Source: an optimization exercise on an open RTL-to-GDS flow (aim: small area and a short achievable clock period). Production flows keep margins and buffers that such runs may drop.
At most, simulation tests tie the RTL to the original design; equivalence was not proved.
Function not checked in runs 4 and 5: the RTL went through the layout flow alone.
No activity file was given, so power comes from the tool's default toggle rates.

--- design/flow/config.mk ---
export PLATFORM = sky130hd
export DESIGN_NAME = udp_bridge_top
export DESIGN_NICKNAME = udp_bridge_top
export VERILOG_FILES = /design/flow/design.v
export SDC_FILE = /design/flow/constraint.sdc
export NUM_CORES = 4
export LEC_CHECK = 0
export CAP_MARGIN = 20
export CORE_MARGIN = 2
export CORE_UTILIZATION = 40
export SETUP_SLACK_MARGIN = 3.6
export SLEW_MARGIN = 20
--- design/flow/constraint.sdc ---
create_clock -name core_clock -period 6.0 [get_ports {i_clk_axi}]
set_input_delay 1.2000 -clock core_clock [delete_from_list [all_inputs] [get_ports {i_clk_axi}]]
set_output_delay 1.2000 -clock core_clock [all_outputs]
set_load 0.01 [all_outputs]
--- design/flow/design.v ---
package udp_pkg;
  typedef struct packed {
    logic [15:0] src_port;
    logic [15:0] dst_port;
    logic [15:0] length;
  } udp_hdr_t;
  typedef struct packed {
    logic [8-1:0] data;
    logic                   last;
  } rx_beat_t;
  typedef enum logic [3-1:0] {
    CTRL       = 3'd0,
    SEND_PORTS = 3'd1,
    SEND_LEN   = 3'd2,
    RECV_PORTS = 3'd3,
    RECV_LEN   = 3'd4,
    STATUS     = 3'd5
  } csr_addr_e;
endpackage
`timescale 1ns/1ns
module udp_bridge_top
(
  input  logic                   i_clk_axi,
  input  logic                   i_rst_axi,
  input  logic                   i_csr_wr,
  input  logic                   i_csr_rd,
  input  logic [3-1:0] i_csr_addr,
  input  logic [32-1:0] i_csr_wdata,
  output logic [32-1:0] o_csr_rdata,
  input  logic                   i_out_wr,
  input  logic [8-1:0] i_out_data,
  output logic                   o_out_full,
  input  logic                   i_in_rd,
  output logic [8-1:0] o_in_data,
  output logic                   o_in_last,
  output logic                   o_in_empty,
  output logic                   o_tx_valid,
  output logic [8-1:0] o_tx_data,
  output logic                   o_tx_last,
  input  logic                   i_tx_credit,
  input  logic                   i_rx_valid,
  input  logic [8-1:0] i_rx_data,
  input  logic                   i_rx_last,
  output logic                   o_rx_credit,
  output logic                   o_pkt_sent,
  output logic                   o_pkt_recv
);
  logic [15:0] send_src, send_dst, send_len;
  logic [47:0] recv_q;
  logic        irq_sent, irq_recv;
  logic [31:0] rdata_q;
  logic        wr_ctrl, send_req, clear_irq, tx_done, recv_valid;
  logic [31:0] rd_mux;
  logic [4:0]  ocnt, icnt;
  assign wr_ctrl   = i_csr_wr && (i_csr_addr == 3'd0);
  assign send_req  = wr_ctrl && i_csr_wdata[0];
  assign clear_irq = wr_ctrl && i_csr_wdata[1];
  always_ff @(posedge i_clk_axi) begin
    if (i_rst_axi) begin
      send_src <= '0;
      send_dst <= '0;
      send_len <= '0;
    end else if (i_csr_wr) begin
      if (i_csr_addr == 3'd1) begin
        send_src <= i_csr_wdata[15:0];
        send_dst <= i_csr_wdata[31:16];
      end
      if (i_csr_addr == 3'd2) send_len <= i_csr_wdata[15:0];
    end
  end
  always_ff @(posedge i_clk_axi) begin
    if (i_rst_axi) begin
      irq_sent <= 1'b0;
      irq_recv <= 1'b0;
    end else begin
      if (clear_irq) begin
        irq_sent <= 1'b0;
        irq_recv <= 1'b0;
      end
      if (tx_done) irq_sent <= 1'b1;
      if (recv_valid) irq_recv <= 1'b1;
    end
  end
  always_comb begin
    case (i_csr_addr)
      3'd1:    rd_mux = {send_dst, send_src};
      3'd2:    rd_mux = {16'h0000, send_len};
      3'd3:    rd_mux = {recv_q[31:16], recv_q[47:32]};
      3'd4:    rd_mux = {16'h0000, recv_q[15:0]};
      3'd5:    rd_mux = {11'h000, ocnt, 3'b000, icnt, 6'b0, irq_sent, irq_recv};
      default: rd_mux = '0;
    endcase
  end
  always_ff @(posedge i_clk_axi) begin
    if (i_rst_axi) rdata_q <= '0;
    else if (i_csr_rd) rdata_q <= rd_mux;
  end
  localparam logic [1:0] S_IDLE = 2'd0, S_PEND = 2'd1, S_HDR = 2'd2, S_PAY = 2'd3;
  logic [1:0]  st;
  logic [2:0]  idx;
  logic [7:0]  h_srclo;
  logic [15:0] h_dst, h_len;
  logic [2:0]  cred;
  logic        tx_valid_q, tx_last_q, hd_valid;
  logic [7:0]  tx_data_q;
  logic [7:0]  omem [16];
  logic [3:0]  owr, ord;
  logic        beat, in_hdr, in_pay, pay_pop, ring_ne, need_head, bypass;
  logic        hd_valid_n, cred_nz_n;
  logic [1:0]  st_n;
  logic [15:0] len8;
  logic [7:0]  hbyte;
  assign beat    = tx_valid_q;
  assign in_hdr  = (st == S_HDR);
  assign in_pay  = (st == S_PAY);
  assign pay_pop = beat && in_pay;
  assign tx_done = beat && tx_last_q;
  assign ring_ne = (ocnt != {4'b0, hd_valid});
  assign need_head = (in_pay && (!hd_valid || beat)) || (in_hdr && beat && (idx == 3'd7));
  assign bypass  = need_head && !ring_ne && i_out_wr;
  assign hd_valid_n = need_head ? (ring_ne || i_out_wr) : hd_valid;
  assign cred_nz_n = i_tx_credit || (cred > 3'd1) || ((cred == 3'd1) && !beat);
  assign len8    = h_len + 16'd8;
  always_comb begin
    case (idx)
      3'd0:    hbyte = h_srclo;
      3'd1:    hbyte = h_dst[15:8];
      3'd2:    hbyte = h_dst[7:0];
      3'd3:    hbyte = len8[15:8];
      3'd4:    hbyte = len8[7:0];
      default: hbyte = 8'h00;
    endcase
  end
  always_comb begin
    st_n = st;
    case (st)
      S_IDLE: if (send_req) st_n = S_PEND;
      S_PEND: st_n = S_HDR;
      S_HDR:  if (beat && idx == 3'd7) st_n = tx_last_q ? S_IDLE : S_PAY;
      S_PAY:  if (beat && tx_last_q) st_n = S_IDLE;
      default: st_n = S_IDLE;
    endcase
  end
  always_ff @(posedge i_clk_axi) begin
    if (i_rst_axi) begin
      st         <= S_IDLE;
      idx        <= '0;
      cred       <= 3'(4);
      tx_valid_q <= 1'b0;
      hd_valid   <= 1'b0;
      ocnt       <= '0;
      owr        <= '0;
      ord        <= '0;
    end else begin
      st         <= st_n;
      cred       <= cred - 3'(beat) + 3'(i_tx_credit);
      tx_valid_q <= ((st_n == S_HDR) || ((st_n == S_PAY) && hd_valid_n)) && cred_nz_n;
      hd_valid   <= hd_valid_n;
      ocnt       <= ocnt + 5'(i_out_wr) - 5'(pay_pop);
      if (st == S_PEND) idx <= '0;
      else if (in_hdr && beat) idx <= idx + 3'd1;
      if (i_out_wr && !bypass) owr <= owr + 4'd1;
      if (need_head && ring_ne) ord <= ord + 4'd1;
    end
  end
  always_ff @(posedge i_clk_axi) begin
    if (i_out_wr && !bypass) omem[owr] <= i_out_data;
  end
  always_ff @(posedge i_clk_axi) begin
    if (st == S_PEND) begin
      h_srclo <= send_src[7:0];
      h_dst   <= send_dst;
      h_len   <= send_len;
    end else if (pay_pop) begin
      h_len   <= h_len - 16'd1;
    end
  end
  always_ff @(posedge i_clk_axi) begin
    if (st == S_PEND) begin
      tx_data_q <= send_src[15:8];
      tx_last_q <= 1'b0;
    end else if (in_hdr && beat && idx != 3'd7) begin
      tx_data_q <= hbyte;
      tx_last_q <= (idx == 3'd6) && (h_len == 16'd0);
    end else if (need_head) begin
      tx_data_q <= ring_ne ? omem[ord] : i_out_data;
      tx_last_q <= pay_pop ? (h_len == 16'd2) : (h_len == 16'd1);
    end
  end
  logic [2:0]  hcnt;
  logic        pay_ph;
  logic [47:0] hsh;
  logic [3:0]  owed;
  logic        rxc_q;
  logic [8:0]  imem [15];
  logic [3:0]  iwr, ird;
  logic [8:0]  ihead;
  logic        iempty;
  logic        hdr_take, ipush, ipop, head_w, ring_w, ring_r, icnt1;
  logic [4:0]  csum;
  assign hdr_take   = i_rx_valid && !pay_ph;
  assign ipush      = i_rx_valid && pay_ph;
  assign recv_valid = ipush && i_rx_last;
  assign ipop       = i_in_rd;
  assign icnt1      = (icnt == 5'd1);
  assign head_w     = ipush && (iempty || (ipop && icnt1));
  assign ring_w     = ipush && !head_w;
  assign ring_r     = ipop && !icnt1;
  always_ff @(posedge i_clk_axi) begin
    if (i_rst_axi) begin
      hcnt   <= '0;
      pay_ph <= 1'b0;
      recv_q <= '0;
    end else begin
      if (hdr_take) begin
        hcnt <= hcnt + 3'd1;
        if (hcnt == 3'd7) pay_ph <= 1'b1;
      end else if (recv_valid) begin
        pay_ph <= 1'b0;
      end
      if (recv_valid) recv_q <= hsh;
    end
  end
  always_ff @(posedge i_clk_axi) begin
    if (hdr_take && (hcnt < 3'd6)) hsh <= {hsh[39:0], i_rx_data};
  end
  always_ff @(posedge i_clk_axi) begin
    if (i_rst_axi) begin
      icnt   <= '0;
      iempty <= 1'b1;
      iwr    <= '0;
      ird    <= '0;
    end else begin
      icnt   <= icnt + 5'(ipush) - 5'(ipop);
      iempty <= (iempty && !ipush) || (icnt1 && ipop && !ipush);
      if (ring_w) iwr <= (iwr == 4'd14) ? 4'd0 : iwr + 4'd1;
      if (ring_r) ird <= (ird == 4'd14) ? 4'd0 : ird + 4'd1;
    end
  end
  always_ff @(posedge i_clk_axi) begin
    if (ring_w) imem[iwr] <= {i_rx_data, i_rx_last};
  end
  always_ff @(posedge i_clk_axi) begin
    if (ring_r) ihead <= imem[ird];
    else if (head_w) ihead <= {i_rx_data, i_rx_last};
  end
  assign csum = 5'(owed) + 5'(hdr_take) + 5'(ipop);
  always_ff @(posedge i_clk_axi) begin
    if (i_rst_axi) begin
      rxc_q <= 1'b0;
      owed  <= '0;
    end else begin
      rxc_q <= (csum != 5'd0);
      owed  <= (csum != 5'd0) ? 4'(csum - 5'd1) : 4'd0;
    end
  end
  assign o_csr_rdata = rdata_q;
  assign o_out_full  = ocnt[4];
  assign o_in_data   = ihead[8:1];
  assign o_in_last   = ihead[0];
  assign o_in_empty  = iempty;
  assign o_tx_valid  = tx_valid_q;
  assign o_tx_data   = tx_data_q;
  assign o_tx_last   = tx_last_q;
  assign o_rx_credit = rxc_q;
  assign o_pkt_sent  = irq_sent;
  assign o_pkt_recv  = irq_recv;
endmodule
--- design/flow/run.sh ---
#!/bin/bash
# synth_recipe.tcl (not shown) runs the flow's synth.tcl, then flattens the netlist and writes it again
# the make line also repeats each setting of config.mk as NAME=value (left out here)
make -C /OpenROAD-flow-scripts/flow DESIGN_CONFIG=/design/flow/config.mk WORK_HOME=/design/flow/orfs CLKGATE_MAP_FILE= SYNTH_SCRIPT=/design/flow/synth_recipe.tcl finish
==> flow_summary.json, run 1 <==
{
  "status": "finished clean",
  "design.core.area_sq_um": 56100,
  "max-clock-path-buffers": 3,
  "htreeDepth": 2,
  "cap_violations": 0,
  "clkLatencyLatePin_ns": 0.64,
  "clockRootBuffer": "clkbuf_16",
  "netlist_area_sq_um": 22600,
  "antenna_found_initial": 0,
  "final_hold_viol_count": 0,
  "clockPowerShare": 0.419,
  "numCtsBuffers": 59,
  "slew_violations": 0,
  "path_clk_slew_ns": 0.06,
  "endpoint": "icnt[4]",
  "syn_area_per_cell_sq_um": 12.9,
  "peakVddDrop_v": 0.000233,
  "fmax_mhz": 410,
  "ys_seq_area_frac": 0.654,
  "rows": 87,
  "skew_ns": 0.0308,
  "grt-ovfl-total": 0,
  "die_w_um": 241,
  "diodes": 0,
  "grt_usage": 0.199,
  "ys_types": 69,
  "die_y_um": 241,
  "required_ns": 6.54,
  "min_period_over_period": 0.406,
  "p_sw_mw": 2.02,
  "fin_setup_tns_ns": 0,
  "ys.flop_type": "edfxtp_1",
  "vias_per_cell": 5.36,
  "syn_nets": 1855,
  "dp.final_hpwl_um": 37100,
  "wl_per_cell_um": 21.4,
  "syn2layout_area_growth_pct": 21.1,
  "syn_inst": 1753,
  "seq_power_share": 0.495,
  "routabilityCongestion": 0.852,
  "tightestPinTransition_ns": 0.996,
  "hold_buffers": 0,
  "relSlewSlack": 0.336,
  "start_util": 0.402,
  "die_area_sq_um": 58300,
  "cp-end-kind": "flip-flop",
  "rr_worst_depth": 7,
  "min_period_ns": 2.44,
  "leakage_nw": 9.22,
  "rrSetupSlack_ns": 3.57,
  "worstPathMaxFanout": 3,
  "grt_pass1_wl_um": 87200,
  "synthArstFlopShare": 0,
  "worstHoldPathType": "flip-flop to flip-flop",
  "p_per_area_nw_per_um2": 314,
  "grt_max_degree": 118,
  "io_buffers": 115,
  "drive_gt1_frac": 0.223,
  "clock_sinks": 553,
  "ios": 116,
  "vias": 14500,
  "yosysWarnings": 1,
  "dpl_cell_area_sq_um": 24700,
  "internal_power_mw": 6.54,
  "worstSetupPathType": "input pin to flip-flop",
  "grt_pass1_vias": 14300,
  "r2r_end": "tx_data_q[0]",
  "switching_share": 0.236,
  "drt-initial-drc-count": 1224,
  "cp.arrival_ns": 2.98,
  "rr_startpoint": "idx[1]",
  "startpoint_type": "input pin",
  "p_comb_frac": 0.085,
  "wl_um": 57700,
  "nets": 1994,
  "firstDrtPassIters": 7,
  "rsz0062_at_grt": "true",
  "drc": 0,
  "final_area_sq_um": 27300,
  "cts_tree": "yes",
  "drtAntennaViolNets": 0,
  "synth-seq-cells": 553,
  "synth-edff-count": 368,
  "setup_viol": 0,
  "crit_start": "i_rx_valid"
}
-- how the worst min path moves through the flow --
stage / startpoint / endpoint / slack [ns] / depth (start not counted)
finish: hsh[13] / hsh[21] / 0.42 / 0
global route: hsh[20] / hsh[28] / 0.45 / 0
CTS: hsh[17] / hsh[25] / 0.43 / 0
detailed placement: hsh[3] / hsh[11] / 0.43 / 0
global placement: hsh[36] / hsh[44] / 0.43 / 0
floorplan: send_src[0] / h_srclo[0] / 0.43 / 0
-- registers in the layout, summed over array words and instances (netlist names), 4 cells and up, named ones only --
register,count
hsh,48
ord,4
send_src,16
owed,4
omem,128
imem,135
h_srclo,8
send_len,16
ihead,9
h_len,16
icnt,5
tx_data_q,8
ird,4
owr,4
ocnt,5
send_dst,16
iwr,4
h_dst,16
rdata_q,32
recv_q,48
-- worst max-delay path, stage by stage --
cell and delay [ns]:
buf_12 0.08, and2_4 0.16, inv_4 0.04, ha_4 0.27, inv_4 0.04, ha_4 0.15
fa_2 0.37, a21oi_2 0.13, nor2_2 0.05, or3_1 0.36, a21oi_2 0.12
-- cell type report --
| type | count | area [sq um] |
|---|---|---|
| inverter | 43 | 175 |
| tap | 756 | 946 |
| sequential | 553 | 14800 |
| fill | 4897 | 28700 |
| multi-input combinational | 1047 | 7820 |
| clock buffer | 75 | 1630 |
| clock inverter | 37 | 302 |
| timing repair buffer | 188 | 1620 |
-- layer usage --
layer	GRT usage	share of wire
met5	0	0
met4	0.0567	0.024
met3	0.0356	0.061
met2	0.335	0.49
met1	0.266	0.42
-- Yosys cell counts (3+ instances only) --
| cell type | count | area (sq um) |
|---|---|---|
| a211o_1 | 5 | 43.8 |
| a21o_1 | 11 | 82.6 |
| a21oi_1 | 145 | 726 |
| a222oi_1 | 13 | 130 |
| a22oi_1 | 37 | 278 |
| a31oi_1 | 6 | 37.5 |
| a32oi_1 | 7 | 61.3 |
| and3_1 | 9 | 56.3 |
| and4_1 | 3 | 26.3 |
| buf_1 | 6 | 22.5 |
| buf_2 | 18 | 90.1 |
| clkbuf_1 | 87 | 327 |
| dfxtp_1 | 185 | 3700 |
| edfxtp_1 | 368 | 11100 |
| fa_1 | 4 | 80.1 |
| ha_1 | 38 | 475 |
| inv_1 | 41 | 154 |
| mux2_2 | 16 | 180 |
| mux2i_1 | 67 | 671 |
| mux4_1 | 4 | 105 |
| mux4_2 | 53 | 1190 |
| nand2_1 | 271 | 1020 |
| nand2b_1 | 12 | 75.1 |
| nand3_1 | 17 | 85.1 |
| nand3b_1 | 4 | 30.0 |
| nand4_1 | 6 | 37.5 |
| nor2_1 | 119 | 447 |
| nor2b_1 | 14 | 87.6 |
| nor3_1 | 18 | 90.1 |
| nor3b_1 | 3 | 22.5 |
| nor4_1 | 6 | 37.5 |
| o211ai_1 | 3 | 22.5 |
| o21ai_0 | 47 | 235 |
| o221ai_1 | 3 | 26.3 |
| o22ai_1 | 20 | 125 |
| or2_2 | 3 | 18.8 |
| or3_1 | 7 | 43.8 |
| xnor2_1 | 21 | 184 |
| xor2_1 | 18 | 158 |
-- power groups by stage --
| stage | sequential (mW) | combinational (mW) | clock [mW] |
|---|---|---|---|
| final | 4.24 | 0.732 | 3.59 |
| after CTS | 4.24 | 0.721 | 3.66 |
| after global placement | 4.32 | 0.658 | 0 |
| after detailed placement | 4.32 | 0.676 | 0 |
| after global routing | 4.25 | 0.807 | 3.82 |
| after floorplan | 4.30 | 0.435 | 0 |
-- placed cells by master, fill, tap and decap left out, drive strengths merged, types with 12 or more instances in the layout --
cell / instances
o21ai: 48
nor3: 18
nor2b: 15
mux2i: 67
xnor2: 21
a22oi: 37
buf: 132
a222oi: 13
nand3: 17
nand2b: 12
a21oi: 145
dfxtp: 185
edfxtp: 368
clkbuf: 76
o22ai: 20
clkinv: 31
nand2: 271
ha: 38
clkdlybuf4s50: 51
nor2: 119
inv: 42
mux4: 57
mux2: 16
xor2: 18
-- kinds of logic (layout without fill, tap and decap cells) --
family                     after synthesis  count (layout)  synth area share
AOI/OAI and AO/OA                      322             322            0.0878
xor gates and xnor gates                39              39            0.0151
adders and majority gates               42              42            0.0246
buffers and inverters                  155             343            0.0271
DFF                                    553             553             0.654
muxes                                  140             140            0.0953
and+or+nand+nor                        502             504            0.0960
-- through the flow --
stage               setup WS, ns  utilization  instances  power, mW  hold slack (ns)
floorplan                   3.14            -       1753       4.73            0.426
detailed placement          1.79        0.440       2529       5.00            0.434
CTS                         3.54        0.484       2682       8.62            0.428
global route                3.49        0.487       2699       8.88            0.451
finish                      3.56        0.487       2699       8.57            0.425
global placement            1.84        0.440       2529       4.98            0.430
-- repair_timing --
item	4_1_cts	5_1_grt
setup buffers	40	16
resized for setup	345	39
cloned	1	1
pin swaps	30	18
setup endpoints to repair	562	290
==> run 2, diff against run 1 <==
--- a/design/flow/config.mk
+++ b/design/flow/config.mk
@@ -10,3 +10,3 @@
 export CORE_UTILIZATION = 40
-export SETUP_SLACK_MARGIN = 3.6
+export SETUP_SLACK_MARGIN = 3.9
 export SLEW_MARGIN = 20
==> flow_summary.json, run 2 <==
{
  "status": "finished clean",
  "ys_top_cells_by_area": "edfxtp_1, dfxtp_1, mux4_2",
  "required_ns": 6.56,
  "synth.most_common_cell": "edfxtp_1",
  "rsz0062_at_grt": "true",
  "firstDrtPassIters": 6,
  "die_w_um": 241,
  "final_common_cell": "edfxtp_1",
  "vias_per_cell": 5.43,
  "die_y_um": 241,
  "wl_per_cell_um": 22.1,
  "path_clk_slew_ns": 0.06,
  "cts_tree": "yes",
  "switching_share": 0.233,
  "slew_violations": 0,
  "final_hold_viol_count": 0,
  "grt_pass1_wl_um": 91800,
  "place_ws_ns": 2.21,
  "tightestPinTransition_ns": 0.872,
  "clockPowerShare": 0.424,
  "numCtsBuffers": 58,
  "diodes": 0,
  "seq_power_share": 0.477,
  "grt_usage": 0.210,
  "fmax_mhz": 419,
  "synthArstFlopShare": 0,
  "syn_nets": 1855,
  "ios": 116,
  "rr_worst_depth": 10,
  "setup_viol": 0,
  "grt-ovfl-total": 0,
  "drc": 0,
  "hold_buffers": 0,
  "ys.flop_type": "edfxtp_1",
  "dp.final_hpwl_um": 38700,
  "max-clock-path-buffers": 3,
  "ys_types": 69,
  "io_buffers": 115,
  "worstPathMaxFanout": 2,
  "synth_largest_area_cell": "edfxtp_1",
  "reg.largest.list": "imem x135, omem x128",
  "vias": 15100,
  "synth-seq-cells": 553,
  "p_comb_frac": 0.099,
  "layout_common_cells": "edfxtp_1, nand2_1, a21oi_1",
  "regMostFlops": "imem",
  "wl_um": 61600,
  "drive_gt1_frac": 0.288,
  "rows": 87,
  "dp.cells": 2530,
  "final_cells": 2781,
  "start_util": 0.402,
  "leakage_nw": 9.97,
  "grt_max_degree": 95,
  "peakVddDrop_v": 0.000242,
  "p_sw_mw": 2.08,
  "drtAntennaViolNets": 0,
  "syn_area_per_cell_sq_um": 12.9,
  "cp.arrival_ns": 2.94,
  "htreeDepth": 2,
  "fin_setup_tns_ns": 0,
  "yosysWarnings": 1,
  "clockRootBuffer": "clkbuf_16",
  "worstSetupPathType": "input pin to flip-flop",
  "syn2layout_area_growth_pct": 29.4,
  "ys_seq_area_frac": 0.654,
  "synth.top_cell.area_share": 0.490,
  "netlist_area_sq_um": 22600,
  "nets": 2079,
  "syn_inst": 1753,
  "cap_violations": 0,
  "largest_register_ffs": 135,
  "skew_ns": 0.0311,
  "final_util": 0.521,
  "synth_common_cells": "edfxtp_1, nand2_1, dfxtp_1, a21oi_1, nor2_1",
  "hold_path_depth": 0,
  "clock_sinks": 553,
  "min_period_over_period": 0.398,
  "routabilityCongestion": 0.862,
  "antenna_found_initial": 0,
  "p_per_area_nw_per_um2": 305,
  "design.core.area_sq_um": 56100,
  "die_area_sq_um": 58300,
  "min_period_ns": 2.39,
  "synth-edff-count": 368,
  "grt_pass1_vias": 14900,
  "internal_power_mw": 6.83,
  "cp-end-kind": "flip-flop",
  "worstHoldPathType": "flip-flop to flip-flop",
  "finalWorstSetupSlack_ns": 3.61,
  "clkLatencyLatePin_ns": 0.63,
  "drt-initial-drc-count": 1214,
  "relSlewSlack": 0.418,
  "startpoint_type": "input pin"
}
run 2: through the flow:
step | cell area (sq um) | hold slack [ns] | power [mW]
CTS | 28600 | 0.441 | 8.91
finish | 29200 | 0.442 | 8.90
detailed placement | 24900 | 0.435 | 5.02
global placement | 24900 | 0.429 | 5.00
floorplan | 23300 | 0.426 | 4.76
global route | 29200 | 0.461 | 9.22
run 2: layout make-up:
cell class                      instances  area [sq um]
Fill cell                            4669         26900
Sequential cell                       553         14900
Multi-Input combinational cell       1047          8180
Timing Repair Buffer                  274          3010
Clock buffer                           73          1540
Tap cell                              756           946
Clock inverter                         35           464
Inverter                               43           189
run 2: power by group through the flow:
stage | sequential, mW | combinational, mW | clock, mW
after floorplan | 4.30 | 0.464 | 0
after global placement | 4.32 | 0.680 | 0
after CTS | 4.24 | 0.830 | 3.84
after global routing | 4.25 | 0.956 | 4.01
final | 4.24 | 0.880 | 3.78
after detailed placement | 4.32 | 0.700 | 0
run 2: timing repair:
action / 4_1_cts / 5_1_grt
pin swaps: 69 / 66
setup buffers: 102 / 33
endpoints found under the hold margin: 0 / 0
setup endpoints to repair: 591 / 399
resized for setup: 477 / 65
cloned: 8 / 0
run 2: cell families (layout without fill, tap and decap cells):
logic type      Yosys count  in the layout  synth area share
flops                   553            553             0.654
simple gates            502            503            0.0960
xor+xnor                 39             39            0.0151
mux                     140            140            0.0953
compound gates          322            323            0.0878
fa+ha+maj                42             42            0.0246
buf+inv                 155            425            0.0271
run 2: path summary, 6_finish.rpt:
kind	from	end	slack (ns)
setup / recovery	i_rx_valid	icnt[4]	3.61
hold / removal	hsh[1]	hsh[9]	0.44
setup reg to reg	pay_ph	icnt[4]	3.68
hold reg to reg	hsh[1]	hsh[9]	0.44
run 2: per-layer routing:
layer / vias to the layer above / global-route usage / part of all wire / wire (um)
met5: - / 0 / 0 / 0
met2: 555 / 0.348 / 0.48 / 29800
met3: 102 / 0.0353 / 0.065 / 3990
met1: 7519 / 0.283 / 0.42 / 25900
li1: 6921 / - / - / -
met4: 0 / 0.0681 / 0.031 / 1890
run 2: critical path, cell delays in order:
cell	delay [ns]
buf_12	0.08
and2_4	0.15
inv_4	0.04
ha_4	0.25
inv_2	0.04
ha_4	0.15
fa_2	0.37
a21oi_2	0.12
nor2_1	0.06
or3_1	0.34
a21oi_1	0.13
==> run 3, diff against run 2 <==
--- a/design/flow/config.mk
+++ b/design/flow/config.mk
@@ -10,3 +10,2 @@
 export CORE_UTILIZATION = 40
-export SETUP_SLACK_MARGIN = 3.9
 export SLEW_MARGIN = 20
==> flow_summary.json, run 3 <==
{
  "start_util": 0.402,
  "post-cts-setup-buffers": 0,
  "layout_common_cells": "edfxtp_1, nand2_1, dfxtp_1",
  "die_y_um": 241,
  "synth_compound_area_frac": 0.0878,
  "wl_um": 56800,
  "p_per_area_nw_per_um2": 320,
  "seq_power_share": 0.505,
  "fin_setup_tns_ns": 0,
  "final_util": 0.469,
  "muxShareOfSynthArea": 0.0953,
  "skew_ns": 0.0406,
  "synth_common_cells": "edfxtp_1, nand2_1, dfxtp_1, a21oi_1, nor2_1",
  "synth.top_cell.area_share": 0.490,
  "crit_family": "simple AND/OR/NAND/NOR gates",
  "vias_per_cell": 5.39,
  "routabilityCongestion": 0.893,
  "grt-ovfl-total": 0,
  "cts_resized": 0,
  "ys_top_cells_by_area": "edfxtp_1, dfxtp_1, mux4_2",
  "setup_viol": 0,
  "cpMaxStageDelayCell": "nor2_1",
  "rsz0062_at_grt": "false",
  "vias": 14200,
  "drtAntennaViolNets": 0,
  "ys_types": 69,
  "drt-initial-drc-count": 1214,
  "wl_per_cell_um": 21.5,
  "ios": 116,
  "grt_usage": 0.195,
  "antenna_found_initial": 0,
  "syn2layout_area_growth_pct": 16.5,
  "netlist_area_sq_um": 22600,
  "rows": 87,
  "clockRootBuffer": "clkbuf_16",
  "synth_xor_area_frac": 0.0151,
  "ys_seq_area_frac": 0.654,
  "leakage_nw": 8.69,
  "fin_total_pwr_mw": 8.40,
  "yosysWarnings": 1,
  "grt_pass1_vias": 13900,
  "numCtsBuffers": 56,
  "firstDrtPassIters": 6,
  "p_comb_frac": 0.080,
  "peakVddDrop_v": 0.000245,
  "syn_nets": 1855,
  "drive_gt1_frac": 0.102,
  "grt_max_degree": 106,
  "internal_power_mw": 6.49,
  "synthAdderAreaFrac": 0.0246,
  "grt_pass1_wl_um": 84700,
  "synth_top_family_by_area": "simple AND/OR/NAND/NOR gates",
  "yosys.area_share.simple": 0.0960,
  "path_clk_slew_ns": 0.06,
  "cp_num_buf_inv": 2,
  "cap_violations": 0,
  "nets": 1938,
  "dp.final_hpwl_um": 37700,
  "slew_violations": 0,
  "synth_largest_area_cell": "edfxtp_1",
  "max_stage_delay_ns": 0.83,
  "die_area_sq_um": 58300,
  "synth.most_common_cell": "edfxtp_1",
  "min_period_over_period": 0.566,
  "drc": 0,
  "synth-edff-count": 368,
  "cp-end-kind": "flip-flop",
  "worstPathMaxFanout": 9,
  "largest_register_ffs": 135,
  "fmax_mhz": 295,
  "design.core.area_sq_um": 56100,
  "clock_sinks": 553,
  "syn_inst": 1753,
  "cp_cell_sequence": "clkdlybuf4s50_1, and2_1, inv_1, a211o_1, or3_1, nor2_1",
  "htreeDepth": 2,
  "synthArstFlopShare": 0,
  "io_buffers": 115,
  "hold_buffers": 0,
  "die_w_um": 241,
  "synth-seq-cells": 553,
  "clockPowerShare": 0.415,
  "reg.largest.list": "imem x135, omem x128",
  "regMostFlops": "imem",
  "clkLatencyLatePin_ns": 0.62,
  "final_common_cell": "edfxtp_1",
  "cp.arrival_ns": 3.60,
  "min_period_ns": 3.39,
  "final_hold_viol_count": 0,
  "n_fill_cell": 4990,
  "startpoint_type": "input pin",
  "tightestPinTransition_ns": 1.12,
  "ys.flop_type": "edfxtp_1",
  "status": "finished clean",
  "diodes": 0,
  "max-clock-path-buffers": 3,
  "syn_area_per_cell_sq_um": 12.9,
  "cts_tree": "yes",
  "worstHoldPathType": "flip-flop to flip-flop",
  "switching_share": 0.228,
  "relSlewSlack": 0.256,
  "worstSetupPathType": "input pin to flip-flop",
  "required_ns": 6.21,
  "p_sw_mw": 1.92
}
-- run 3: cells by family (layout without fill, tap and decap cells) --
| logic type | Yosys count | after routing |
|---|---|---|
| AOI/OAI and AO/OA | 322 | 322 |
| DFF | 553 | 553 |
| and+or+nand+nor | 502 | 502 |
| adders and majority gates | 42 | 42 |
| buffers and inverters | 155 | 286 |
| xor gates and xnor gates | 39 | 39 |
| muxes | 140 | 140 |
-- run 3: metrics by stage --
step	cells	cell area, sq um	setup WS, ns	hold slack, ns
after floorplan	1753	22600	1.74	0.426
after global placement	2534	24400	1.99	0.430
after detailed placement	2534	24400	1.92	0.432
after CTS	2640	26300	2.52	0.448
after global routing	2640	26300	2.49	0.453
final	2640	26300	2.61	0.442
-- run 3: layout make-up --
type / instances / area (sq um) / share of cell area
Sequential cell: 553 / 14800 / 0.561
Inverter: 43 / 161 / 0.00614
Clock buffer: 85 / 1570 / 0.0597
Multi-Input combinational cell: 1045 / 7250 / 0.276
Timing Repair Buffer: 137 / 1310 / 0.0499
Clock inverter: 21 / 283 / 0.0108
Tap cell: 756 / 946 / 0.0360
-- run 3: per-layer routing --
| metal | vias to the layer above | GRT usage | part of all wire |
|---|---|---|---|
| li1 | 6609 | - | - |
| met1 | 7067 | 0.261 | 0.43 |
| met2 | 462 | 0.324 | 0.49 |
| met3 | 80 | 0.0334 | 0.061 |
| met4 | 0 | 0.0602 | 0.026 |
| met5 | - | 0 | 0 |
-- run 3: worst paths after layout --
check | start | cells past startpoint | to | slack, ns
hold / removal | hsh[2] | 0 | hsh[10] | 0.44
setup / recovery | i_rx_valid | 6 | imem[3][0] | 2.61
setup reg to reg | idx[0] | 7 | tx_data_q[0] | 2.78
hold reg to reg | hsh[2] | 0 | hsh[10] | 0.44
-- run 3: power by group through the flow --
stage               combinational (mW)  clock (mW)  sequential, mW
finish                           0.671        3.49            4.25
global route                     0.744        3.72            4.26
CTS                              0.676        3.56            4.25
detailed placement               0.670           0            4.33
global placement                 0.651           0            4.32
floorplan                        0.423           0            4.30
-- run 3: worst register-to-register path: stages, from the launching register on --
cell       delay (ns)
dfxtp_1          0.42
inv_1            0.09
ha_1             0.41
a222oi_1         0.67
a21oi_1          0.15
o31a_1           0.35
a2111oi_0        0.58
a21oi_1          0.24
==> run 4, diff against run 3 <==
--- a/design/flow/design.v
+++ b/design/flow/design.v
@@ -50,2 +50,3 @@
   logic        irq_sent, irq_recv;
+  logic        recv_seen;
   logic [31:0] rdata_q;
@@ -83,15 +84,15 @@
   end
-  always_comb begin
-    case (i_csr_addr)
-      3'd1:    rd_mux = {send_dst, send_src};
-      3'd2:    rd_mux = {16'h0000, send_len};
-      3'd3:    rd_mux = {recv_q[31:16], recv_q[47:32]};
-      3'd4:    rd_mux = {16'h0000, recv_q[15:0]};
-      3'd5:    rd_mux = {11'h000, ocnt, 3'b000, icnt, 6'b0, irq_sent, irq_recv};
-      default: rd_mux = '0;
-    endcase
-  end
-  always_ff @(posedge i_clk_axi) begin
-    if (i_rst_axi) rdata_q <= '0;
-    else if (i_csr_rd) rdata_q <= rd_mux;
+  logic sel1, sel2, sel3, sel4, sel5;
+  assign sel1 = !i_rst_axi && (i_csr_addr == 3'd1);
+  assign sel2 = !i_rst_axi && (i_csr_addr == 3'd2);
+  assign sel3 = !i_rst_axi && (i_csr_addr == 3'd3) && recv_seen;
+  assign sel4 = !i_rst_axi && (i_csr_addr == 3'd4) && recv_seen;
+  assign sel5 = !i_rst_axi && (i_csr_addr == 3'd5);
+  assign rd_mux = ({32{sel1}} & {send_dst, send_src})
+                | ({32{sel2}} & {16'h0000, send_len})
+                | ({32{sel3}} & {recv_q[31:16], recv_q[47:32]})
+                | ({32{sel4}} & {16'h0000, recv_q[15:0]})
+                | ({32{sel5}} & {11'h000, ocnt, 3'b000, icnt, 6'b0, irq_sent, irq_recv});
+  always_ff @(posedge i_clk_axi) begin
+    if (i_csr_rd || i_rst_axi) rdata_q <= rd_mux;
   end
@@ -210,5 +211,5 @@
     if (i_rst_axi) begin
-      hcnt   <= '0;
-      pay_ph <= 1'b0;
-      recv_q <= '0;
+      hcnt      <= '0;
+      pay_ph    <= 1'b0;
+      recv_seen <= 1'b0;
     end else begin
@@ -220,4 +221,7 @@
       end
-      if (recv_valid) recv_q <= hsh;
-    end
+      if (recv_valid) recv_seen <= 1'b1;
+    end
+  end
+  always_ff @(posedge i_clk_axi) begin
+    if (recv_valid) recv_q <= hsh;
   end
--- a/design/flow/config.mk
+++ b/design/flow/config.mk
@@ -9,3 +9,6 @@
 export CORE_MARGIN = 2
-export CORE_UTILIZATION = 40
+export CORE_UTILIZATION = 60
+export CTS_CLUSTER_DIAMETER = 60
+export CTS_CLUSTER_SIZE = 24
+export SETUP_SLACK_MARGIN = 3.6
 export SLEW_MARGIN = 20
==> flow_summary.json, run 4 <==
{
  "ys_seq_area_frac": 0.702,
  "clockPowerShare": 0.351,
  "skew_ns": 0.0268,
  "start_util": 0.607,
  "fin_total_pwr_mw": 7.82,
  "cp_cell_sequence": "clkdlybuf4s50_1, nand2b_1, nor3_1, nand2_1, a21oi_1, nor2_1",
  "fin_setup_tns_ns": 0,
  "relSlewSlack": 0.473,
  "numCtsBuffers": 38,
  "layout_common_cells": "edfxtp_1, nand2_1, dfxtp_1",
  "tightestPinTransition_ns": 0.787,
  "htreeDepth": 2,
  "grt_pass1_vias": 12700,
  "ys.flop_type": "edfxtp_1",
  "gr-usage-met2": 0.435,
  "max-clock-path-buffers": 3,
  "dp.final_hpwl_um": 34500,
  "worstPathMaxFanout": 7,
  "io_buffers": 115,
  "synth_largest_area_cell": "edfxtp_1",
  "cp_num_buf_inv": 1,
  "final_cells": 2134,
  "grtUsageMet3": 0.0392,
  "internal_power_mw": 5.93,
  "wl_um": 51000,
  "fmax_mhz": 397,
  "yosysWarnings": 1,
  "drive_gt1_frac": 0.215,
  "cap_violations": 0,
  "p_per_area_nw_per_um2": 300,
  "status": "finished clean",
  "switching_share": 0.242,
  "peakVddDrop_v": 0.000346,
  "grt-ovfl-total": 0,
  "leakage_nw": 8.74,
  "clock_sinks": 554,
  "syn_area_per_cell_sq_um": 14.7,
  "die_y_um": 196,
  "vias_per_cell": 6.11,
  "drtAntennaViolNets": 0,
  "clockRootBuffer": "clkbuf_16",
  "final_hold_viol_count": 0,
  "synthArstFlopShare": 0,
  "dpl_cell_area_sq_um": 24000,
  "ys_types": 65,
  "drc": 0,
  "vias": 13000,
  "worstHoldPathType": "flip-flop to flip-flop",
  "grt_pass1_wl_um": 77000,
  "cp.arrival_ns": 2.95,
  "reg.largest.list": "imem x135, omem x128",
  "final_common_cell": "edfxtp_1",
  "busiest_layer": "met2",
  "crit_family": "simple AND/OR/NAND/NOR gates",
  "rows": 70,
  "clkLatencyLatePin_ns": 0.57,
  "worstSetupPathType": "input pin to flip-flop",
  "design.core.area_sq_um": 36500,
  "crit_start": "i_csr_addr[1]",
  "firstDrtPassIters": 7,
  "rsz0062_at_grt": "true",
  "netlist_area_sq_um": 22200,
  "final_area_sq_um": 26000,
  "cp-end-kind": "flip-flop",
  "ios": 116,
  "syn2layout_area_growth_pct": 17.4,
  "startpoint_type": "input pin",
  "cts_tree": "yes",
  "nets": 1738,
  "routabilityCongestion": 0.911,
  "required_ns": 6.43,
  "n_fill_cell": 2432,
  "hold_start": "hsh[45]",
  "hold_buffers": 0,
  "p_comb_frac": 0.094,
  "min_period_over_period": 0.420,
  "die_w_um": 196,
  "regMostFlops": "imem",
  "ys_top_cells_by_area": "edfxtp_1, dfxtp_1, mux4_2",
  "slew_violations": 0,
  "use_met1": 0.383,
  "setup_viol": 0,
  "wl_per_cell_um": 23.9,
  "syn_inst": 1507,
  "seq_area_sq_um": 15600,
  "synth-seq-cells": 554,
  "antenna_found_initial": 0,
  "seq_power_share": 0.555,
  "synth-edff-count": 448,
  "p_sw_mw": 1.89,
  "synth_common_cells": "edfxtp_1, nand2_1, dfxtp_1, a21oi_1, nor2_1",
  "synth.most_common_cell": "edfxtp_1",
  "cpMaxStageDelayCell": "clkdlybuf4s50_1",
  "die_area_sq_um": 38500,
  "drt-initial-drc-count": 1319,
  "dp.cells": 2020,
  "synth.top_cell.area_share": 0.606,
  "min_period_ns": 2.52,
  "syn_nets": 1608,
  "path_clk_slew_ns": 0.08,
  "max_stage_delay_ns": 0.55,
  "grt_max_degree": 61,
  "largest_register_ffs": 135,
  "diodes": 0,
  "multi_input_area_sq_um": 6740,
  "grt_usage": 0.270
}
[run 4: cells by family (layout without fill, tap and decap cells)]
kind of cell             after synthesis  count (layout)  share of synthesized area
buffers and inverters                128             287                     0.0231
flip-flops                           554             554                      0.702
adder cells (fa/ha/maj)               41              41                     0.0245
multiplexers                         106             106                     0.0833
AND/OR/NAND/NOR                      398             398                     0.0803
XOR/XNOR                              35              35                     0.0138
AO/OA/AOI/OAI                        245             245                     0.0729
[run 4: final cells by class]
class,count,share of cell area
clock buffer,38,0.0365
clock inverter,31,0.0135
inverter,44,0.00644
sequential,554,0.599
multi-input combinational,825,0.259
timing repair buffer,174,0.0628
tap,468,0.0225
[run 4: what timing repair did]
item | CTS | global route
setup endpoints to repair | 542 | 364
pin swaps | 25 | 8
gates cloned | 1 | 1
gates resized for setup | 246 | 57
setup buffers | 41 | 2
[run 4: path summary, 6_finish.rpt]
path | end | slack [ns] | cells past startpoint
min reg2reg | recv_q[45] | 0.42 | 0
max | irq_recv | 3.48 | 6
min | recv_q[45] | 0.42 | 0
max reg2reg | tx_data_q[3] | 3.63 | 7
[run 4: power groups by stage]
stage	combinational [mW]	clock (mW)	sequential, mW
after detailed placement	0.699	0	4.43
after global routing	0.805	2.92	4.35
after CTS	0.710	2.79	4.34
final	0.732	2.75	4.34
after floorplan	0.443	0	4.40
after global placement	0.688	0	4.43
[run 4: per-stage QoR]
| step | setup WS (ns) | util | hold slack [ns] |
|---|---|---|---|
| after detailed placement | 2.41 | 0.658 | 0.405 |
| after global routing | 3.44 | 0.713 | 0.433 |
| after global placement | 2.50 | 0.658 | 0.402 |
| after floorplan | 3.32 | - | 0.400 |
| after CTS | 3.55 | 0.711 | 0.424 |
| final | 3.48 | 0.713 | 0.425 |
[run 4: per-layer routing]
| metal | routed length, um | part of all wire | vias to the layer above |
|---|---|---|---|
| met1 | 21200 | 0.42 | 6519 |
| met4 | 1630 | 0.032 | 0 |
| li1 | - | - | 5973 |
| met2 | 24700 | 0.48 | 475 |
| met3 | 3460 | 0.068 | 76 |
| met5 | 0 | 0 | - |
==> run 5, diff against run 4 <==
--- a/design/flow/config.mk
+++ b/design/flow/config.mk
@@ -9,5 +9,3 @@
 export CORE_MARGIN = 2
-export CORE_UTILIZATION = 60
-export CTS_CLUSTER_DIAMETER = 60
-export CTS_CLUSTER_SIZE = 24
+export CORE_UTILIZATION = 70
 export SETUP_SLACK_MARGIN = 3.6
==> flow_summary.json, run 5 <==
{
  "peakVddDrop_v": 0.000301,
  "syn_nets": 1608,
  "p_per_area_nw_per_um2": 321,
  "reg.largest.list": "imem x135, omem x128",
  "max-clock-path-buffers": 3,
  "wl_um": 55300,
  "leakage_nw": 8.92,
  "clkLatencyLatePin_ns": 0.58,
  "synth_largest_area_cell": "edfxtp_1",
  "grt_max_degree": 73,
  "cp-end-kind": "flip-flop",
  "final_common_cell": "edfxtp_1",
  "netlist_area_sq_um": 22200,
  "nets": 1745,
  "synth-seq-cells": 554,
  "min_period_over_period": 0.425,
  "fin_setup_tns_ns": 0,
  "rows": 65,
  "htreeDepth": 2,
  "synth-edff-count": 448,
  "gr-usage-met2": 0.541,
  "drt-initial-drc-count": 1807,
  "synth.top_cell.area_share": 0.606,
  "dp.cells": 1953,
  "worstSetupPathType": "input pin to flip-flop",
  "yosysWarnings": 1,
  "grt-ovfl-total": 0,
  "vias_per_cell": 6.63,
  "ys_types": 65,
  "regMostFlops": "imem",
  "worstHoldPathType": "flip-flop to flip-flop",
  "design.core.area_sq_um": 31400,
  "numCtsBuffers": 52,
  "synth.most_common_cell": "edfxtp_1",
  "antenna_found_initial": 0,
  "grt_pass1_vias": 13500,
  "firstDrtPassIters": 6,
  "vias": 13900,
  "startpoint_type": "input pin",
  "path_clk_slew_ns": 0.06,
  "grtUsageMet3": 0.0556,
  "die_w_um": 182,
  "grt_pass1_wl_um": 81600,
  "clock_sinks": 554,
  "place_ws_ns": 2.45,
  "drive_gt1_frac": 0.212,
  "rsz0062_at_grt": "true",
  "io_buffers": 115,
  "use_met1": 0.461,
  "cp.arrival_ns": 2.84,
  "drtAntennaViolNets": 0,
  "ios": 116,
  "final_hold_viol_count": 0,
  "busiest_layer": "met2",
  "grt_usage": 0.333,
  "syn2layout_area_growth_pct": 18.4,
  "die_y_um": 182,
  "final_cells": 2089,
  "syn_inst": 1507,
  "clockRootBuffer": "clkbuf_16",
  "layout_common_cells": "edfxtp_1, nand2_1, dfxtp_1",
  "ys_top_cells_by_area": "edfxtp_1, dfxtp_1, mux4_2",
  "skew_ns": 0.0260,
  "ys.flop_type": "edfxtp_1",
  "tightestPinTransition_ns": 0.838,
  "die_area_sq_um": 33100,
  "cap_violations": 0,
  "required_ns": 6.28,
  "slew_violations": 0,
  "fmax_mhz": 392,
  "syn_area_per_cell_sq_um": 14.7,
  "finalWorstSetupSlack_ns": 3.45,
  "cts_tree": "yes",
  "routabilityCongestion": 0.910,
  "worstPathMaxFanout": 17,
  "largest_register_ffs": 135,
  "relSlewSlack": 0.440,
  "drc": 0,
  "ys_seq_area_frac": 0.702,
  "min_period_ns": 2.55,
  "setup_viol": 0,
  "status": "finished clean",
  "wl_per_cell_um": 26.4,
  "dp.final_hpwl_um": 34800,
  "whs_ns": 0.419,
  "start_util": 0.707,
  "synth_common_cells": "edfxtp_1, nand2_1, dfxtp_1, a21oi_1, nor2_1",
  "synthArstFlopShare": 0
}
run 5: cell types whose count changed in the layout (fill, tap and decap cells not counted), moves of 3 or more:
cell | before | now
buf_6 | 8 | 5
clkinv_1 | 2 | 8
dfxtp_1 | 90 | 93
buf_12 | 16 | 10
clkbuf_1 | 0 | 13
dlymetal6s2s_1 | 1 | 4
clkdlybuf4s50_1 | 52 | 48
inv_8 | 5 | 1
clkbuf_16 | 38 | 58
inv_6 | 9 | 1
clkbuf_8 | 0 | 6
nor2_2 | 1 | 4
run 5: per-layer routing:
metal	vias to the layer above	routed length, um
met3	168	5060
met2	801	26900
met5	-	0
met4	0	2630
li1	5987	-
met1	6903	20700
run 5: timing repair:
| action | CTS | global route |
|---|---|---|
| gates resized for setup | 243 | 60 |
| endpoints found under the setup margin | 515 | 377 |
| endpoints found under the hold margin | 0 | 0 |
| pin swaps | 23 | 11 |
| buffers inserted | 25 | 13 |
| hold buffers | 0 | 0 |
| cloned | 0 | 1 |
run 5: cell type report:
class / count / area, sq um
diodes: 1 / 2.50
well taps: 402 / 503
clock inverters: 20 / 184
inverters: 44 / 173
clock buffers: 76 / 1560
repair buffers: 167 / 1510
fillers: 1507 / 5130
flip-flops and latches: 554 / 15600
multi-input cells: 825 / 6730
run 5: worst paths after layout:
path	start	endpoint	slack (ns)	depth (start not counted)
worst max-delay path	i_out_data[7]	tx_data_q[7]	3.45	3
worst min-delay path	hsh[45]	recv_q[45]	0.42	0
worst max register to register	flip-flop	tx_data_q[7]	3.51	6
worst min register to register	hsh[45]	recv_q[45]	0.42	0
run 5: through the flow:
step | util | power [mW] | cell area, sq um
floorplan | - | 4.85 | 22600
global placement | 0.763 | 5.10 | 24000
detailed placement | 0.763 | 5.13 | 24000
CTS | 0.833 | 8.38 | 26100
global route | 0.837 | 8.66 | 26300
finish | 0.837 | 8.43 | 26300
run 5: kinds of logic (layout without fill, tap and decap cells):
family	count (synthesis)	after routing	synth area share
AO/OA/AOI/OAI	245	245	0.0729
XOR/XNOR	35	35	0.0138
adder cells (fa/ha/maj)	41	41	0.0245
buffers and inverters	128	307	0.0231
flip-flops	554	554	0.702
multiplexers	106	106	0.0833
other	0	1	0
AND/OR/NAND/NOR	398	398	0.0803
run 5: critical path: stages:
cell and delay (ns):
clkdlybuf4s50_1 0.79, a32o_1 0.42, or4_1 0.42
run 5: power breakdown:
group          switching (mW)  total (mW)  internal [mW]  leakage [nW]
sequential             0.0848        4.35           4.27          5.06
clock                    1.38        3.31           1.93         0.855
combinational           0.430       0.768          0.339          3.01
total                    1.89        8.43           6.54          8.92
==> run 6, diff against run 5 <==
--- a/design/flow/design.v
+++ b/design/flow/design.v
@@ -96,3 +96,4 @@
   always_ff @(posedge i_clk_axi) begin
-    if (i_csr_rd || i_rst_axi) rdata_q <= rd_mux;
+    if (i_rst_axi) rdata_q <= '0;
+    else if (i_csr_rd) rdata_q <= rd_mux;
   end
@@ -108,3 +109,3 @@
   logic [3:0]  owr, ord;
-  logic        beat, in_hdr, in_pay, pay_pop, ring_ne, need_head, bypass;
+  logic        beat, in_hdr, in_pay, pay_pop, ring_ne, need_head;
   logic        hd_valid_n, cred_nz_n;
@@ -120,3 +121,2 @@
   assign need_head = (in_pay && (!hd_valid || beat)) || (in_hdr && beat && (idx == 3'd7));
-  assign bypass  = need_head && !ring_ne && i_out_wr;
   assign hd_valid_n = need_head ? (ring_ne || i_out_wr) : hd_valid;
@@ -124,2 +124,7 @@
   assign len8    = h_len + 16'd8;
+  logic [4:0]  ocnt_wr, ocnt_nowr;
+  logic        oring_wsel;
+  assign ocnt_nowr  = pay_pop ? ocnt - 5'd1 : ocnt;
+  assign ocnt_wr    = pay_pop ? ocnt : ocnt + 5'd1;
+  assign oring_wsel = !(need_head && !ring_ne);
   always_comb begin
@@ -159,6 +164,6 @@
       hd_valid   <= hd_valid_n;
-      ocnt       <= ocnt + 5'(i_out_wr) - 5'(pay_pop);
+      ocnt       <= i_out_wr ? ocnt_wr : ocnt_nowr;
       if (st == S_PEND) idx <= '0;
       else if (in_hdr && beat) idx <= idx + 3'd1;
-      if (i_out_wr && !bypass) owr <= owr + 4'd1;
+      if (i_out_wr && oring_wsel) owr <= owr + 4'd1;
       if (need_head && ring_ne) ord <= ord + 4'd1;
@@ -166,4 +171,8 @@
   end
-  always_ff @(posedge i_clk_axi) begin
-    if (i_out_wr && !bypass) omem[owr] <= i_out_data;
+  for (genvar k = 0; k < 16; k++) begin : g_omem
+    logic osel;
+    assign osel = oring_wsel && (owr == 4'(k));
+    always_ff @(posedge i_clk_axi) begin
+      if (i_out_wr && osel) omem[k] <= i_out_data;
+    end
   end
@@ -179,3 +188,6 @@
   always_ff @(posedge i_clk_axi) begin
-    if (st == S_PEND) begin
+    if (i_rst_axi) begin
+      tx_data_q <= '0;
+      tx_last_q <= 1'b0;
+    end else if (st == S_PEND) begin
       tx_data_q <= send_src[15:8];
@@ -200,3 +212,2 @@
   logic        hdr_take, ipush, ipop, head_w, ring_w, ring_r, icnt1;
-  logic [4:0]  csum;
   assign hdr_take   = i_rx_valid && !pay_ph;
@@ -207,4 +218,12 @@
   assign head_w     = ipush && (iempty || (ipop && icnt1));
-  assign ring_w     = ipush && !head_w;
+  assign ring_w     = i_rx_valid && iring_wsel && !(ipop && icnt1);
   assign ring_r     = ipop && !icnt1;
+  logic        iring_wsel;
+  logic [4:0]  icnt_inc, icnt_dec;
+  logic [3:0]  owed_dec, owed_inc;
+  assign iring_wsel = pay_ph && !iempty;
+  assign icnt_inc   = icnt + 5'd1;
+  assign icnt_dec   = icnt - 5'd1;
+  assign owed_dec   = (owed == 4'd0) ? 4'd0 : owed - 4'd1;
+  assign owed_inc   = owed + 4'd1;
   always_ff @(posedge i_clk_axi) begin
@@ -237,4 +256,4 @@
     end else begin
-      icnt   <= icnt + 5'(ipush) - 5'(ipop);
-      iempty <= (iempty && !ipush) || (icnt1 && ipop && !ipush);
+      icnt   <= (ipush && !ipop) ? icnt_inc : (ipop && !ipush) ? icnt_dec : icnt;
+      iempty <= !ipush && (iempty || (icnt1 && ipop));
       if (ring_w) iwr <= (iwr == 4'd14) ? 4'd0 : iwr + 4'd1;
@@ -243,10 +262,14 @@
   end
-  always_ff @(posedge i_clk_axi) begin
-    if (ring_w) imem[iwr] <= {i_rx_data, i_rx_last};
-  end
-  always_ff @(posedge i_clk_axi) begin
-    if (ring_r) ihead <= imem[ird];
+  for (genvar k = 0; k < 15; k++) begin : g_imem
+    logic isel;
+    assign isel = iring_wsel && (iwr == 4'(k));
+    always_ff @(posedge i_clk_axi) begin
+      if (i_rx_valid && isel && !(ipop && icnt1)) imem[k] <= {i_rx_data, i_rx_last};
+    end
+  end
+  always_ff @(posedge i_clk_axi) begin
+    if (i_rst_axi) ihead <= '0;
+    else if (ring_r) ihead <= imem[ird];
     else if (head_w) ihead <= {i_rx_data, i_rx_last};
   end
-  assign csum = 5'(owed) + 5'(hdr_take) + 5'(ipop);
   always_ff @(posedge i_clk_axi) begin
@@ -256,4 +279,4 @@
     end else begin
-      rxc_q <= (csum != 5'd0);
-      owed  <= (csum != 5'd0) ? 4'(csum - 5'd1) : 4'd0;
+      rxc_q <= (owed != 4'd0) || hdr_take || ipop;
+      owed  <= (hdr_take && ipop) ? owed_inc : (hdr_take || ipop) ? owed : owed_dec;
     end
--- a/design/flow/config.mk
+++ b/design/flow/config.mk
@@ -9,3 +9,5 @@
 export CORE_MARGIN = 2
-export CORE_UTILIZATION = 70
+export CORE_UTILIZATION = 60
+export CTS_CLUSTER_DIAMETER = 60
+export CTS_CLUSTER_SIZE = 24
 export SETUP_SLACK_MARGIN = 3.6
==> flow_summary.json, run 6 <==
{
  "status": "finished clean",
  "setup_viol": 0,
  "clkLatencyLatePin_ns": 0.59,
  "rsz0062_at_grt": "true",
  "synth-seq-cells": 546,
  "diodes": 0,
  "path_clk_slew_ns": 0.08,
  "syn_inst": 1759,
  "clockRootBuffer": "clkbuf_16",
  "final_hold_viol_count": 0,
  "dp.final_hpwl_um": 36300,
  "worstPathMaxFanout": 42,
  "design.core.area_sq_um": 36500,
  "netlist_area_sq_um": 22200,
  "peakVddDrop_v": 0.000238,
  "grt_pass1_vias": 14300,
  "cp.arrival_ns": 2.82,
  "antenna_found_initial": 0,
  "largest_register_ffs": 135,
  "vias": 15200,
  "startpoint_type": "input pin",
  "dpl_cell_area_sq_um": 23900,
  "cap_violations": 0,
  "synth-edff-count": 399,
  "ys_top_cells_by_area": "edfxtp_1, dfxtp_1, nand2_1",
  "grt_pass1_wl_um": 86400,
  "cpMaxStageDelayCell": "and3_4",
  "vias_per_cell": 6.41,
  "final_area_sq_um": 26100,
  "htreeDepth": 2,
  "cp_cell_sequence": "clkdlybuf4s50_1, buf_4, and3_4, buf_4",
  "skew_ns": 0.0196,
  "grt_usage": 0.299,
  "reg.largest.list": "imem x135, omem x128",
  "synth_xor_area_frac": 0.0154,
  "drt-initial-drc-count": 1615,
  "rrSetupSlack_ns": 3.68,
  "min_period_over_period": 0.423,
  "max_stage_delay_ns": 0.61,
  "nets": 1963,
  "grt_max_degree": 82,
  "die_y_um": 196,
  "hold_buffers": 0,
  "drtAntennaViolNets": 0,
  "synth_largest_area_cell": "edfxtp_1",
  "wl_um": 57400,
  "regMostFlops": "imem",
  "synth_top_family_by_area": "compound AO/OA/AOI/OAI gates",
  "synthAdderAreaFrac": 0.0221,
  "n_fill_cell": 2551,
  "layout_common_cells": "edfxtp_1, nand2_1, dfxtp_1",
  "yosys.area_share.simple": 0.106,
  "required_ns": 6.28,
  "ys.flop_type": "edfxtp_1",
  "synth.most_common_cell": "edfxtp_1",
  "grt-ovfl-total": 0,
  "ys_seq_area_frac": 0.672,
  "die_w_um": 196,
  "start_util": 0.608,
  "wl_per_cell_um": 24.3,
  "synth.top_cell.area_share": 0.539,
  "worstHoldPathType": "flip-flop to flip-flop",
  "drive_gt1_frac": 0.163,
  "cp_common_cell": "buf_4",
  "die_area_sq_um": 38600,
  "fmax_mhz": 394,
  "synth_common_cells": "edfxtp_1, nand2_1, dfxtp_1, nor2_1, a21oi_1",
  "fin_setup_tns_ns": 0,
  "synth_compound_area_frac": 0.132,
  "muxShareOfSynthArea": 0.0266,
  "routabilityCongestion": 0.859,
  "leakage_nw": 8.56,
  "ios": 116,
  "tightestPinTransition_ns": 0.890,
  "p_per_area_nw_per_um2": 290,
  "yosysWarnings": 3,
  "slew_violations": 0,
  "synthArstFlopShare": 0,
  "relSlewSlack": 0.405,
  "drc": 0,
  "firstDrtPassIters": 6,
  "io_buffers": 115,
  "min_period_ns": 2.54,
  "cp-end-kind": "flip-flop",
  "numCtsBuffers": 39,
  "syn_area_per_cell_sq_um": 12.6,
  "cts_tree": "yes",
  "final_common_cell": "edfxtp_1",
  "syn_nets": 1857,
  "syn2layout_area_growth_pct": 17.7,
  "ys_types": 75,
  "rows": 70,
  "worstSetupPathType": "input pin to flip-flop",
  "max-clock-path-buffers": 3,
  "clock_sinks": 546
}
## run 6: cell types whose count changed after synthesis, sizes merged, moves of 15 or more
cell | previous run | this run
nor2 | 80 | 143
a311oi | 1 | 20
mux4 | 59 | 5
edfxtp | 448 | 399
a21oi | 85 | 109
dfxtp | 106 | 147
buf | 20 | 35
nand3 | 13 | 49
o21ai | 42 | 60
a22oi | 15 | 77
clkbuf | 64 | 80
inv | 44 | 29
## run 6: path summary, 6_finish.rpt
kind | from | to | depth (start not counted)
setup / recovery | i_rx_last | recv_q[46] | 4
hold / removal | hsh[43] | recv_q[43] | 0
setup reg to reg | ird[0] | ihead[0] | 7
hold reg to reg | hsh[43] | recv_q[43] | 0
## run 6: final cells by class
class	instances	area [sq um]	share of cell area
flip-flops and latches	546	15000	0.572
multi-input cells	1070	7280	0.278
repair buffers	179	1800	0.0689
clock buffers	46	1060	0.0407
well taps	468	586	0.0224
clock inverters	25	337	0.0129
inverters	29	111	0.00426
## run 6: worst max-delay path, delay by kind of cell
family	cells	cell delay, ns
simple gates	1	0.61
buf+inv	3	0.97
## run 6: timing repair
action | 4_1_cts | 5_1_grt
endpoints found under the setup margin | 518 | 314
pin swaps | 25 | 8
buffers inserted | 34 | 5
gates resized for setup | 255 | 69
cloned | 2 | 0
## run 6: routing by layer
layer / track usage / share of wire
met1: 0.426 / 0.42
met2: 0.470 / 0.47
met3: 0.0441 / 0.078
met4: 0.114 / 0.032
met5: 0 / 0
## run 6: where the power goes
group | switching, mW | internal, mW
clock | 1.48 | 1.42
sequential | 0.0709 | 4.12
combinational | 0.291 | 0.192
## run 6: cells by family (layout without fill, tap and decap cells)
| group | after synthesis | count (layout) |
|---|---|---|
| DFF | 546 | 546 |
| muxes | 52 | 52 |
| AOI/OAI and AO/OA | 424 | 424 |
| buffers and inverters | 144 | 279 |
| and+or+nand+nor | 516 | 517 |
| adders and majority gates | 38 | 38 |
| xor gates and xnor gates | 39 | 39 |
## run 6: metrics by stage
step	hold slack [ns]	setup slack (ns)	utilization	std cells	total power [mW]
after global routing	0.442	3.37	0.716	2363	7.78
final	0.424	3.46	0.716	2363	7.58
after global placement	0.401	2.37	0.655	2251	4.71
after detailed placement	0.405	2.31	0.655	2251	4.72
after CTS	0.424	3.47	0.712	2358	7.58
after floorplan	0.400	3.24	-	1759	4.50
==> run 7, diff against run 6 <==
--- a/design/flow/config.mk
+++ b/design/flow/config.mk
@@ -12,3 +12,4 @@
 export CTS_CLUSTER_SIZE = 24
-export SETUP_SLACK_MARGIN = 3.6
+export SETUP_SLACK_MARGIN = 3.9
 export SLEW_MARGIN = 20
+export TNS_END_PERCENT = 50
==> flow_summary.json, run 7 <==
{
  "worstPathMaxFanout": 8,
  "layout_common_cells": "edfxtp_1, nand2_1, buf_4",
  "p_per_area_nw_per_um2": 266,
  "final_common_cell": "edfxtp_1",
  "tightestPinTransition_ns": 0.846,
  "cpMaxStageDelayCell": "a222oi_1",
  "holdPathEnd": "recv_q[44]",
  "synth-edff-count": 399,
  "drt-initial-drc-count": 1784,
  "drc": 0,
  "r2r_end": "tx_data_q[0]",
  "numCtsBuffers": 37,
  "routabilityCongestion": 0.907,
  "regMostFlops": "imem",
  "nets": 2085,
  "required_ns": 6.44,
  "rr_worst_depth": 8,
  "startpoint_type": "flip-flop",
  "relSlewSlack": 0.434,
  "final_hold_viol_count": 0,
  "wl_per_cell_um": 25.4,
  "ys_types": 75,
  "io_buffers": 115,
  "max-clock-path-buffers": 3,
  "netlist_area_sq_um": 22200,
  "min_period_over_period": 0.377,
  "cp.arrival_ns": 2.70,
  "wl_um": 63100,
  "grt_max_degree": 65,
  "fmax_mhz": 443,
  "ys.flop_type": "edfxtp_1",
  "grt-ovfl-total": 0,
  "cp_cell_sequence": "inv_4, ha_4, buf_12, a222oi_1, mux4_2, and3_4, nor3_2, a221o_1",
  "hold_buffers": 0,
  "ys_seq_area_frac": 0.672,
  "design.core.area_sq_um": 36500,
  "syn_nets": 1857,
  "cap_violations": 0,
  "dpl_cell_area_sq_um": 24000,
  "final_area_sq_um": 28200,
  "synth_common_cells": "edfxtp_1, nand2_1, dfxtp_1, nor2_1, a21oi_1",
  "die_y_um": 196,
  "fin_total_pwr_mw": 7.50,
  "rows": 70,
  "synth_largest_area_cell": "edfxtp_1",
  "clock_sinks": 546,
  "grt_pass1_vias": 15000,
  "antenna_found_initial": 2,
  "htreeDepth": 2,
  "fin_setup_tns_ns": 0,
  "start_util": 0.608,
  "syn_inst": 1759,
  "slew_violations": 0,
  "clkLatencyLatePin_ns": 0.57,
  "syn_area_per_cell_sq_um": 12.6,
  "die_area_sq_um": 38600,
  "hold_start": "hsh[44]",
  "synth.most_common_cell": "edfxtp_1",
  "firstDrtPassIters": 7,
  "peakVddDrop_v": 0.000350,
  "rsz0062_at_grt": "true",
  "skew_ns": 0.0210,
  "worstSetupPathType": "flip-flop to flip-flop",
  "leakage_nw": 9.52,
  "status": "finished clean",
  "die_w_um": 196,
  "grt_usage": 0.320,
  "yosysWarnings": 3,
  "synth-seq-cells": 546,
  "reg.largest.list": "imem x135, omem x128",
  "min_period_ns": 2.26,
  "clockRootBuffer": "clkbuf_16",
  "hold_path_depth": 0,
  "setup_viol": 0,
  "dp.final_hpwl_um": 37300,
  "worstHoldPathType": "flip-flop to flip-flop",
  "largest_register_ffs": 135,
  "drive_gt1_frac": 0.275,
  "cp-end-kind": "flip-flop",
  "cts_tree": "yes",
  "rrSetupSlack_ns": 3.74,
  "drtAntennaViolNets": 0,
  "rr_startpoint": "ord[1]",
  "path_clk_slew_ns": 0.09,
  "synth.top_cell.area_share": 0.539,
  "dp.cells": 2254,
  "synthArstFlopShare": 0,
  "syn2layout_area_growth_pct": 27.0,
  "ios": 116,
  "vias": 16000,
  "grt_pass1_wl_um": 92000,
  "vias_per_cell": 6.45,
  "ys_top_cells_by_area": "edfxtp_1, dfxtp_1, nand2_1",
  "final_cells": 2482,
  "max_stage_delay_ns": 0.55
}
run 7: power by group:
part           leakage (nW)  internal, mW  switching (mW)
logic                  4.02         0.276           0.336
registers              4.90          4.12          0.0745
clock network         0.600          1.33            1.36
run 7: final cells by class:
| type | count | area, sq um |
|---|---|---|
| fill | 2189 | 8320 |
| antenna | 1 | 2.50 |
| clock buffer | 43 | 948 |
| multi-input combinational | 1071 | 7800 |
| inverter | 29 | 131 |
| clock inverter | 22 | 293 |
| timing repair buffer | 302 | 3410 |
| tap | 468 | 586 |
| sequential | 546 | 15000 |
run 7: logic make-up after synthesis:
family	count (synthesis)	synth area share
compound gates	424	0.132
simple gates	516	0.106
fa+ha+maj	38	0.0221
xor+xnor	39	0.0154
flops	546	0.672
mux	52	0.0266
buf+inv	144	0.0261
run 7: how the worst max path moves through the flow:
| stage | startpoint | cells past startpoint | endpoint |
|---|---|---|---|
| after floorplan | i_rx_valid | 3 | hsh[0] |
| after global placement | i_rx_valid | 4 | hsh[22] |
| after detailed placement | i_rx_valid | 4 | hsh[14] |
| after CTS | ihead[3] | 1 | o_in_data[2] |
| after global routing | ihead[3] | 1 | o_in_data[2] |
| final | ord[1] | 8 | tx_data_q[0] |
run 7: layer usage:
layer | wire length (um) | vias to the layer above | global-route usage | part of all wire
met5 | 0 | - | 0 | 0
met4 | 2120 | 0 | 0.101 | 0.034
met3 | 6330 | 130 | 0.0642 | 0.10
met2 | 29600 | 852 | 0.507 | 0.47
met1 | 25000 | 7886 | 0.450 | 0.40
li1 | - | 7134 | - | -
run 7: through the flow:
step                 util  hold WS (ns)  setup slack (ns)
floorplan               -         0.400              3.24
global placement    0.658         0.401              2.36
detailed placement  0.658         0.405              2.26
CTS                 0.742         0.420              3.73
global route        0.772         0.428              3.72
finish              0.772         0.421              3.74
run 7: timing repair:
item                       4_1_cts  5_1_grt
setup endpoints to repair      580      445
pin swaps                       57       62
cloned                          13        1
gates resized for setup        531      140
setup buffers                   89       59
run 7: critical path, delay by kind of cell, from the launching register on:
kind / cells / cell delay, ns
flops: 1 / 0.38
simple gates: 2 / 0.23
mux: 1 / 0.35
buf+inv: 2 / 0.20
compound gates: 2 / 0.81
fa+ha+maj: 1 / 0.17

port drivers added, routing unchanged:
Ports are ideal in the flow. The routed layouts listed here were re-timed in OpenROAD.
Step 1 (the two cells are an assumption about what drives the block):
set clk [get_ports {i_clk_axi}]
set_driving_cell -lib_cell sky130_fd_sc_hd__clkbuf_16 $clk
set_driving_cell -lib_cell sky130_fd_sc_hd__buf_2 [delete_from_list [all_inputs] $clk]
Step 2 also shifts input and output timing later by t, the mid clock arrival at the registers, as if the neighbouring blocks saw the same clock.
a / b / c = ideal ports / drivers / drivers and shift; a / b = the first two.
| run | shift t [ns] | setup WS [ns] | worst data-port slew with drivers (ns) | cell pins on the clock port's net |
|---|---|---|---|---|
| run 1 | 0.681 | 3.564 / 3.554 / 2.873 | 0.07 | 1 |
| run 2 | 0.671 | 3.612 / 3.579 / 2.923 | 0.07 | 1 |
| run 3 | 0.661 | 2.606 / 2.633 / 1.973 | 0.05 | 1 |
| run 4 | 0.610 | 3.478 / 3.511 / 2.901 | 0.06 | 1 |
| run 5 | 0.620 | 3.449 / 3.472 / 2.852 | 0.08 | 1 |
| run 6 | 0.626 | 3.463 / 3.490 / 2.864 | 0.07 | 1 |
| run 7 | 0.609 | 3.741 / 3.695 / 3.196 | 0.15 | 1 |
After both steps every run listed still meets setup and hold. The setup slack of run 1, which loses most, moves by -0.010 ns with the drivers and by -0.691 ns with both steps.
